Background: an optimization exercise with open tools, aiming at small area, a short achievable clock period and few clock cycles. Do not read the settings as production practice.
RTL that was checked went through simulation tests only; none was proved equivalent to the original.
Power is estimated from default activity; no workload was simulated.

## soc_top
module soc_top (
    input  logic             clk,
    input  logic             rst,
    output logic             mem_valid,
    output logic             mem_write,
    output logic             mem_uncached,
    output bus_pkg::addr_t   mem_addr,
    output bus_pkg::strobe_t mem_strobe,
    output bus_pkg::word_t   mem_wdata,
    input  bus_pkg::word_t   mem_rdata,
    input  logic             mem_ready
);
Size in the first run: ~3700 cells after synthesis, about 1300 flip-flops, roughly 110 I/O pins.
clock: 12.0 ns
lec_check: 0
cap_margin: 30
core_margin: 2
core_utilization: 55
slew_margin: 30
standard.sh (not shown) runs the stock make flow with config.mk's settings and CLKGATE_MAP_FILE= SYNTH_SCRIPT=/design/flow/synth_recipe.tcl, a recipe that flattens the netlist after the stock synthesis.
==> flow/flow/run.sh <==
#!/bin/bash
# Standard layout (the standard.sh) with timing repair aimed well below
# the 12 ns period. Gate cloning is skipped: it left high-fanout nets that
# failed the slew check after routing. The clock tree uses larger sink
# clusters and no dummy loads: fewer buffers and a shorter insertion delay.
set -o pipefail
bash standard.sh SETUP_SLACK_MARGIN=8.8 SKIP_GATE_CLONING=1 \
  "CTS_ARGS=-sink_clustering_enable -repair_clock_nets -sink_clustering_size 30 -sink_clustering_max_diameter 70 -dont_use_dummy_load" \
  finish > standard_make.log 2>&1
Rerun with:
--- a/flow/design.v
+++ b/flow/design.v
@@ -260,16 +260,17 @@
             mem_write <= 1'b0;
             clr       <= 1'b1;        
             we        <= 1'b0;
             wd_y      <= 1'b0;
             wd_mem    <= 1'b0;
             rpend     <= 1'b0;
             bpend     <= 1'b0;
             sq        <= 1'b0;
+            b_q       <= '0;
         end else begin
             first <= mem_ready;
             clr   <= 1'b0;
             if (mem_ready) begin
                 if (!dslot) ir <= mem_rdata;
                 dslot     <= go_data;
                 ex        <= nex;
                 mem_addr  <= sq ? xred : (taken ? xtgt : nseq);
First-iteration DRC count came out higher by about 5%.
Area after synthesis is about the same.
Setup slack improved by 0.26 ns.
Non-clock buffer count came out lower by 49.
Register-to-register slack improved by 0.29 ns.
Global-route usage came out lower by 0.47 points.
Core utilization came out lower by 0.49 points.
Via count came out higher by about 0.3%.
Wire length came out lower by 0.66%.
Maximum frequency came out higher by 7.4%.
Cell count came out lower by 0.42%.
No run of this note included a check of the RTL's function; only the layout flow was run.

========
The RTL this note starts from:
==> flow/design.v <==
`default_nettype none
package bus_pkg;
    typedef logic [31:0] addr_t;
    typedef logic [31:0] word_t;
    typedef logic [3:0] strobe_t;
    typedef enum logic [1:0] {
        MSIZE1 = 2'd0,    
        MSIZE4 = 2'd2     
    } msize_t;
    localparam addr_t RESET_PC = 32'hbfc00000;
endpackage
`default_nettype wire
`default_nettype none
package mips_pkg;
    localparam int OPC_LSB = 26;
    localparam int OPC_W   = 6;
    localparam int RS_LSB  = 21;
    localparam int RT_LSB  = 16;
    localparam int RD_LSB  = 11;
    localparam int REG_W   = 5;
    localparam int IMM_W   = 16;
    typedef enum logic [5:0] {
        OP_SPECIAL = 6'h00,
        OP_BEQ     = 6'h04,
        OP_BNE     = 6'h05,
        OP_ADDIU   = 6'h09,
        OP_ORI     = 6'h0d,
        OP_LUI     = 6'h0f,
        OP_LW      = 6'h23,
        OP_SB      = 6'h28,
        OP_SW      = 6'h2b
    } opcode_t;
    typedef enum logic [5:0] {
        FN_ADDU = 6'h21,
        FN_SUBU = 6'h23,
        FN_AND  = 6'h24,
        FN_OR   = 6'h25,
        FN_SLT  = 6'h2a
    } funct_t;
    typedef enum logic [2:0] {
        ALU_ADD,
        ALU_SUB,
        ALU_AND,
        ALU_OR,
        ALU_SLT,    
        ALU_LUI     
    } alu_op_t;
endpackage
`default_nettype wire
`default_nettype none
module addr_translate (
    input  bus_pkg::addr_t vaddr,
    output bus_pkg::addr_t paddr,
    output logic           uncached
);
    assign paddr[27:0]  = vaddr[27:0];
    assign paddr[31:28] = (vaddr[31:30] == 2'b10) ? {3'b000, vaddr[28]} : vaddr[31:28];
    assign uncached     = (vaddr[31:29] == 3'b101);
endmodule
`default_nettype wire
`default_nettype none
module regfile (
    input  logic           clk,
    input  logic [31:1]    rsel,
    input  logic           xsel,
    input  bus_pkg::word_t xd,
    output bus_pkg::word_t rd,
    input  logic           clr,
    input  logic           we,
    input  logic [4:0]     wa,
    input  bus_pkg::word_t wd
);
    bus_pkg::word_t regs [1:31];
    always_ff @(posedge clk) begin
        for (int i = 1; i < 32; i++) begin
            if (clr || (we && wa == 5'(i))) regs[i] <= wd;
        end
    end
    always_comb begin
        rd = xd & {32{xsel}};
        for (int i = 1; i < 32; i++) begin
            rd = rd | (regs[i] & {32{rsel[i]}});
        end
    end
endmodule
`default_nettype wire
`default_nettype none
module alu (
    input  logic [3:0]     op,
    input  logic           cin,
    input  bus_pkg::word_t a,
    input  bus_pkg::word_t b,
    output bus_pkg::word_t y,
    output bus_pkg::word_t sum      
);
    logic           lt;
    ks_add #(.W (32)) u_add (.a (a), .b (b), .cin (cin), .s (sum));
    assign lt  = (a[31] == b[31]) ? a[31] : sum[31];
    assign y = (sum & {32{op[0]}})
             | (a & b & {32{op[1]}})
             | ((a | b) & {32{op[2]}})
             | ({31'd0, lt} & {32{op[3]}});
endmodule
`default_nettype wire
`default_nettype none
module ks_add #(
    parameter int W = 32,
    parameter int L = 5      
) (
    input  logic [W-1:0] a,
    input  logic [W-1:0] b,
    input  logic         cin,
    output logic [W-1:0] s
);
    logic [W-1:0] g [0:L];
    logic [W-1:0] p [0:L];
    logic [W-1:0] c;
    always_comb begin
        g[0] = a & b;
        p[0] = a ^ b;
        g[0][0] = (a[0] & b[0]) | (cin & (a[0] ^ b[0]));
        for (int l = 0; l < L; l++) begin
            for (int i = 0; i < W; i++) begin
                if (i >= (1 << l)) begin
                    g[l+1][i] = g[l][i] | (p[l][i] & g[l][i - (1 << l)]);
                    p[l+1][i] = p[l][i] & p[l][i - (1 << l)];
                end else begin
                    g[l+1][i] = g[l][i];
                    p[l+1][i] = p[l][i];
                end
            end
        end
        c[0] = cin;
        for (int i = 1; i < W; i++) c[i] = g[L][i-1];
        s = p[0] ^ c;
    end
endmodule
`default_nettype wire
`default_nettype none
module mips_core (
    input  logic             clk,
    input  logic             rst,
    output logic             mem_valid,
    output logic             mem_write,
    output logic             mem_uncached,
    output bus_pkg::addr_t   mem_addr,
    output bus_pkg::strobe_t mem_strobe,
    output bus_pkg::word_t   mem_wdata,
    input  bus_pkg::word_t   mem_rdata,
    input  logic             mem_ready
);
    logic        first;       
    logic        ex;          
    logic        dslot;       
    logic [3:0]  vtop;        
    logic [31:2] pc;          
    bus_pkg::word_t ir;
    bus_pkg::word_t a_q;      
    bus_pkg::word_t b_q;      
    bus_pkg::word_t y_q;      
    logic [31:1] rsel;        
    logic        ysel;        
    logic        clr;         
    logic        we;          
    logic [4:0]  wa;
    logic        wd_y, wd_mem;
    logic [3:0]  aop;
    logic        cin;
    logic        bpend;       
    logic        btk;         
    logic        sq;          
    logic        rpend;       
    logic [4:0]  rpend_rd;
    logic        byp_alu;     
    logic        c_br, c_bne, c_mem, c_lw, c_sb, c_r, c_imm, c_rsub;
    logic [4:0]  c_rd, c_rt;
    logic [3:0]  c_rop;
    logic [5:0] opc, fn;
    logic [4:0] rs, rt, rd;
    logic       is_r, is_addiu, is_ori, is_lui, is_lw, is_sw, is_sb, is_beq, is_bne;
    logic [3:0] r_op;
    logic       r_sub;
    assign opc = ir[31:26];
    assign fn  = ir[5:0];
    assign rs  = ir[25:21];
    assign rt  = ir[20:16];
    assign rd  = ir[15:11];
    always_comb begin
        r_op  = 4'b0000;
        r_sub = 1'b0;
        case (fn)
            6'h21:   r_op = 4'b0001;
            6'h23:   begin r_op = 4'b0001; r_sub = 1'b1; end
            6'h24:   r_op = 4'b0010;
            6'h25:   r_op = 4'b0100;
            6'h2a:   begin r_op = 4'b1000; r_sub = 1'b1; end
            default: r_op = 4'b0000;
        endcase
    end
    assign is_r     = (opc == 6'h00) & (r_op != 4'b0000);
    assign is_addiu = (opc == 6'h09);
    assign is_ori   = (opc == 6'h0d);
    assign is_lui   = (opc == 6'h0f);
    assign is_lw    = (opc == 6'h23);
    assign is_sw    = (opc == 6'h2b);
    assign is_sb    = (opc == 6'h28);
    assign is_beq   = (opc == 6'h04);
    assign is_bne   = (opc == 6'h05);
    assign c_br   = is_beq | is_bne;
    assign c_bne  = is_bne;
    assign c_mem  = is_lw | is_sw | is_sb;
    assign c_lw   = is_lw;
    assign c_sb   = is_sb;
    assign c_r    = is_r & (rd != 5'd0);
    assign c_imm  = is_addiu | is_ori | is_lui;
    assign c_rd   = rd;
    assign c_rt   = rt;
    assign c_rop  = r_op;
    assign c_rsub = r_sub;
    function automatic logic [31:1] onehot(input logic [4:0] r);
        for (int i = 1; i < 32; i++) onehot[i] = (r == 5'(i));
    endfunction
    bus_pkg::word_t rdata, alu_y, alu_s, wdata;
    assign wdata  = ({32{wd_y}} & y_q) | ({32{wd_mem}} & mem_rdata);
    regfile u_rf (
        .clk (clk),
        .rsel (rsel), .xsel (ysel), .xd (y_q), .rd (rdata),
        .clr (clr), .we (we), .wa (wa), .wd (wdata)
    );
    alu u_alu (.op (aop), .cin (cin), .a (a_q), .b (b_q), .y (alu_y), .sum (alu_s));
    logic        eq, fastbr, az, taken, sbr, go_data, nex;
    logic [31:2] pc_inc, pc_tgt;
    bus_pkg::addr_t xinc, xtgt, xdat, xred, nseq;
    logic        unc_d;
    logic [4:0]  nrs;
    assign eq      = (a_q == rdata);
    assign fastbr  = (rt == 5'd0);
    assign az      = (a_q == '0);
    assign taken   = ex & c_br & fastbr & (az ^ c_bne);
    assign sbr     = ex & c_br & ~fastbr;
    assign go_data = ex & c_mem;
    assign nex     = ~go_data & ~taken & ~sq;
    assign pc_inc  = pc + 30'd1;
    ks_add #(.W (30)) u_tgt (.a (pc), .b ({{14{ir[15]}}, ir[15:0]}), .cin (1'b0), .s (pc_tgt));
    addr_translate u_xi (.vaddr ({pc_inc, 2'b00}), .paddr (xinc), .uncached ());
    addr_translate u_xt (.vaddr ({pc_tgt, 2'b00}), .paddr (xtgt), .uncached ());
    addr_translate u_xd (.vaddr (alu_s), .paddr (xdat), .uncached (unc_d));
    addr_translate u_xr (.vaddr (y_q), .paddr (xred), .uncached ());
    assign nseq = go_data ? xdat : xinc;
    assign nrs  = dslot ? rs : mem_rdata[25:21];
    assign mem_valid = 1'b1;
    assign mem_wdata = b_q;
    always_ff @(posedge clk) begin
        if (rst) begin
            first     <= 1'b1;
            ex        <= 1'b0;
            dslot     <= 1'b0;
            vtop      <= 4'hb;
            mem_addr  <= 32'h1fc00000;
            mem_write <= 1'b0;
            clr       <= 1'b1;        
            we        <= 1'b0;
            wd_y      <= 1'b0;
            wd_mem    <= 1'b0;
            rpend     <= 1'b0;
            bpend     <= 1'b0;
            sq        <= 1'b0;
            b_q       <= '0;
        end else begin
            first <= mem_ready;
            clr   <= 1'b0;
            if (mem_ready) begin
                if (!dslot) ir <= mem_rdata;
                dslot     <= go_data;
                ex        <= nex;
                mem_addr  <= sq ? xred : (taken ? xtgt : nseq);
                if (!go_data) vtop <= sq ? y_q[31:28] : (taken ? pc_tgt[31:28] : pc_inc[31:28]);
                sq        <= 1'b0;
                bpend     <= sbr;
                btk       <= eq ^ c_bne;
                mem_write <= go_data & ~c_lw;
                if (go_data) begin
                    mem_uncached <= unc_d;
                    mem_strobe   <= c_sb ? (4'b0001 << alu_s[1:0]) : 4'b1111;
                end
                if (ex) b_q <= c_sb ? {4{rdata[7:0]}} : (c_rsub ? ~rdata : rdata);
                if (ex & c_imm) y_q <= alu_y;
                if (sbr) y_q <= {pc_tgt, 2'b00};
                aop      <= c_rop;
                cin      <= c_rsub;
                rpend    <= ex & c_r;
                rpend_rd <= c_rd;
                byp_alu  <= ex & c_r & (c_rd == nrs);
                we       <= (ex & c_imm) | (go_data & c_lw);
                wa       <= c_rt;
                wd_y     <= ex & c_imm;
                wd_mem   <= go_data & c_lw;
            end else if (first) begin
                if (!dslot) pc <= {vtop, mem_addr[27:2]};
                bpend <= 1'b0;
                if (bpend & btk) begin
                    sq <= 1'b1;
                    ex <= 1'b0;
                end
                if (rpend) y_q <= alu_y;
                if (rpend) begin
                    we   <= 1'b1;
                    wa   <= rpend_rd;
                    wd_y <= 1'b1;
                end else if (!dslot) begin
                    we   <= 1'b0;
                    wd_y <= 1'b0;
                end
                if (ex) begin
                    a_q    <= is_lui ? '0 : (byp_alu ? alu_y : rdata);
                    b_q    <= is_lui ? {ir[15:0], 16'h0000} :
                              is_ori ? {16'h0000, ir[15:0]} : {{16{ir[15]}}, ir[15:0]};
                    aop    <= is_ori ? 4'b0100 : 4'b0001;
                    cin    <= 1'b0;
                end
            end else begin
                if (!dslot) we <= 1'b0;
                if (ex & c_imm) y_q <= alu_y;
            end
        end
    end
    always_ff @(posedge clk) begin
        if (mem_ready) begin
            rsel <= (ex & c_imm & (c_rt == nrs)) ? '0 : onehot(nrs);
            ysel <= ex & c_imm & (c_rt == nrs) & (nrs != 5'd0);
        end else if (first) begin
            rsel <= (rpend & (rpend_rd == rt)) ? '0 : onehot(rt);
            ysel <= rpend & (rpend_rd == rt);
        end else begin
            rsel <= onehot(rt);    
            ysel <= 1'b0;
        end
    end
endmodule
`default_nettype wire
`default_nettype none
module soc_top (
    input  logic             clk,
    input  logic             rst,
    output logic             mem_valid,
    output logic             mem_write,
    output logic             mem_uncached,
    output bus_pkg::addr_t   mem_addr,
    output bus_pkg::strobe_t mem_strobe,
    output bus_pkg::word_t   mem_wdata,
    input  bus_pkg::word_t   mem_rdata,
    input  logic             mem_ready
);
    mips_core core (
        .clk, .rst,
        .mem_valid, .mem_write, .mem_uncached, .mem_addr, .mem_strobe, .mem_wdata,
        .mem_rdata, .mem_ready
    );
endmodule
`default_nettype wire
Settings: LEC_CHECK=0, CAP_MARGIN=30, CORE_MARGIN=2, CORE_UTILIZATION=55, SLEW_MARGIN=30; clock period 12.0 ns.
Scripts as last shown in full above: flow/flow/run.sh
Testbench counts at the start, summed over its fixed seeds: cycles 244,580.
Change:
--- a/flow/design.v
+++ b/flow/design.v
@@ -86,20 +86,21 @@
 `default_nettype wire
 `default_nettype none
 module alu (
-    input  logic [3:0]     op,
+    input  logic [4:0]     op,
     input  logic           cin,
     input  bus_pkg::word_t a,
     input  bus_pkg::word_t b,
-    output bus_pkg::word_t y,
-    output bus_pkg::word_t sum      
+    output bus_pkg::word_t y
 );
+    bus_pkg::word_t sum;
     logic           lt;
     ks_add #(.W (32)) u_add (.a (a), .b (b), .cin (cin), .s (sum));
     assign lt  = (a[31] == b[31]) ? a[31] : sum[31];
     assign y = (sum & {32{op[0]}})
              | (a & b & {32{op[1]}})
              | ((a | b) & {32{op[2]}})
-             | ({31'd0, lt} & {32{op[3]}});
+             | ({31'd0, lt} & {32{op[3]}})
+             | (b & {32{op[4]}});
 endmodule
 `default_nettype wire
 `default_nettype none
@@ -164,7 +165,7 @@
     logic        we;          
     logic [4:0]  wa;
     logic        wd_y, wd_mem;
-    logic [3:0]  aop;
+    logic [4:0]  aop;
     logic        cin;
     logic        bpend;       
     logic        btk;         
@@ -173,12 +174,11 @@
     logic [4:0]  rpend_rd;
     logic        byp_alu;     
     logic        c_br, c_bne, c_mem, c_lw, c_sb, c_r, c_imm, c_rsub;
-    logic [4:0]  c_rd, c_rt;
-    logic [3:0]  c_rop;
+    logic [4:0]  c_rd, c_rt, c_rop;
     logic [5:0] opc, fn;
     logic [4:0] rs, rt, rd;
     logic       is_r, is_addiu, is_ori, is_lui, is_lw, is_sw, is_sb, is_beq, is_bne;
-    logic [3:0] r_op;
+    logic [4:0] r_op;
     logic       r_sub;
     assign opc = ir[31:26];
     assign fn  = ir[5:0];
@@ -186,18 +186,18 @@
     assign rt  = ir[20:16];
     assign rd  = ir[15:11];
     always_comb begin
-        r_op  = 4'b0000;
+        r_op  = 5'b00000;
         r_sub = 1'b0;
         case (fn)
-            6'h21:   r_op = 4'b0001;
-            6'h23:   begin r_op = 4'b0001; r_sub = 1'b1; end
-            6'h24:   r_op = 4'b0010;
-            6'h25:   r_op = 4'b0100;
-            6'h2a:   begin r_op = 4'b1000; r_sub = 1'b1; end
-            default: r_op = 4'b0000;
+            6'h21:   r_op = 5'b00001;
+            6'h23:   begin r_op = 5'b00001; r_sub = 1'b1; end
+            6'h24:   r_op = 5'b00010;
+            6'h25:   r_op = 5'b00100;
+            6'h2a:   begin r_op = 5'b01000; r_sub = 1'b1; end
+            default: r_op = 5'b00000;
         endcase
     end
-    assign is_r     = (opc == 6'h00) & (r_op != 4'b0000);
+    assign is_r     = (opc == 6'h00) & (r_op != 5'b00000);
     assign is_addiu = (opc == 6'h09);
     assign is_ori   = (opc == 6'h0d);
     assign is_lui   = (opc == 6'h0f);
@@ -220,14 +220,14 @@
     function automatic logic [31:1] onehot(input logic [4:0] r);
         for (int i = 1; i < 32; i++) onehot[i] = (r == 5'(i));
     endfunction
-    bus_pkg::word_t rdata, alu_y, alu_s, wdata;
+    bus_pkg::word_t rdata, alu_y, wdata;
     assign wdata  = ({32{wd_y}} & y_q) | ({32{wd_mem}} & mem_rdata);
     regfile u_rf (
         .clk (clk),
         .rsel (rsel), .xsel (ysel), .xd (y_q), .rd (rdata),
         .clr (clr), .we (we), .wa (wa), .wd (wdata)
     );
-    alu u_alu (.op (aop), .cin (cin), .a (a_q), .b (b_q), .y (alu_y), .sum (alu_s));
+    alu u_alu (.op (aop), .cin (cin), .a (a_q), .b (b_q), .y (alu_y));
     logic        eq, fastbr, az, taken, sbr, go_data, nex;
     logic [31:2] pc_inc, pc_tgt;
     bus_pkg::addr_t xinc, xtgt, xdat, xred, nseq;
@@ -244,7 +244,7 @@
     ks_add #(.W (30)) u_tgt (.a (pc), .b ({{14{ir[15]}}, ir[15:0]}), .cin (1'b0), .s (pc_tgt));
     addr_translate u_xi (.vaddr ({pc_inc, 2'b00}), .paddr (xinc), .uncached ());
     addr_translate u_xt (.vaddr ({pc_tgt, 2'b00}), .paddr (xtgt), .uncached ());
-    addr_translate u_xd (.vaddr (alu_s), .paddr (xdat), .uncached (unc_d));
+    addr_translate u_xd (.vaddr (alu_y), .paddr (xdat), .uncached (unc_d));
     addr_translate u_xr (.vaddr (y_q), .paddr (xred), .uncached ());
     assign nseq = go_data ? xdat : xinc;
     assign nrs  = dslot ? rs : mem_rdata[25:21];
@@ -265,7 +265,6 @@
             rpend     <= 1'b0;
             bpend     <= 1'b0;
             sq        <= 1'b0;
-            b_q       <= '0;
         end else begin
             first <= mem_ready;
             clr   <= 1'b0;
@@ -281,7 +280,7 @@
                 mem_write <= go_data & ~c_lw;
                 if (go_data) begin
                     mem_uncached <= unc_d;
-                    mem_strobe   <= c_sb ? (4'b0001 << alu_s[1:0]) : 4'b1111;
+                    mem_strobe   <= c_sb ? (4'b0001 << alu_y[1:0]) : 4'b1111;
                 end
                 if (ex) b_q <= c_sb ? {4{rdata[7:0]}} : (c_rsub ? ~rdata : rdata);
                 if (ex & c_imm) y_q <= alu_y;
@@ -312,10 +311,10 @@
                     wd_y <= 1'b0;
                 end
                 if (ex) begin
-                    a_q    <= is_lui ? '0 : (byp_alu ? alu_y : rdata);
+                    a_q    <= byp_alu ? alu_y : rdata;
                     b_q    <= is_lui ? {ir[15:0], 16'h0000} :
                               is_ori ? {16'h0000, ir[15:0]} : {{16{ir[15]}}, ir[15:0]};
-                    aop    <= is_ori ? 4'b0100 : 4'b0001;
+                    aop    <= is_ori ? 5'b00100 : is_lui ? 5'b10000 : 5'b00001;
                     cin    <= 1'b0;
                 end
             end else begin
Clock power barely changes.
Wire length went down by 3.9%.
Fmax went down by 4.8%.
Via count went down by 1.7%.
Hold slack hardly moves.
Total power went down by 2.4%.
Setup slack loses 0.18 ns.
Area after synthesis stays flat.
Synthesized cell count went down by 0.43%.
Sequential share of layout area went up by 1.2 points.
Utilization went down by 0.68 points.
Sequential power stays flat.
Final area went down by 1.2%.
Non-clock buffer count went down by 1.
Testbench counts after the change, summed over its fixed seeds: cycles 244,580.

what the ideal ports hide:
The flow's constraints put no driver on any port. The routed layouts listed below were extracted and timed again, unchanged, in two steps. Step 1 (the two cells are an assumption about what drives the block):
set clk [get_ports {clk}]
set_driving_cell -lib_cell sky130_fd_sc_hd__clkbuf_16 $clk
set_driving_cell -lib_cell sky130_fd_sc_hd__buf_2 [delete_from_list [all_inputs] $clk]
Step 2, shift: input delay + t, output delay - t, t = (earliest + latest rising clock arrival at the registers) / 2. This alone moves slack from input paths to output paths. a / b / c = ideal ports / drivers / drivers and shift; a / b = the first two.
run	t (ns)	setup WS [ns]	hold WS [ns]	latest minus earliest clock arrival (ns)	cell pins on the clock port's net
the first run of note 1	0.779	8.180 / 8.105 / 7.930	0.446 / 0.446 / 0.446	0.112 / 0.112	1
the second run of note 1	0.713	8.443 / 8.367 / 7.821	0.447 / 0.447 / 0.447	0.123 / 0.122	1
the first run of note 2	0.713	8.443 / 8.367 / 7.821	0.447 / 0.447 / 0.447	0.123 / 0.122	1
the second run of note 2	0.707	8.264 / 8.193 / 8.024	0.449 / 0.449 / 0.449	0.107 / 0.107	1
After both steps every run listed still meets setup and hold.
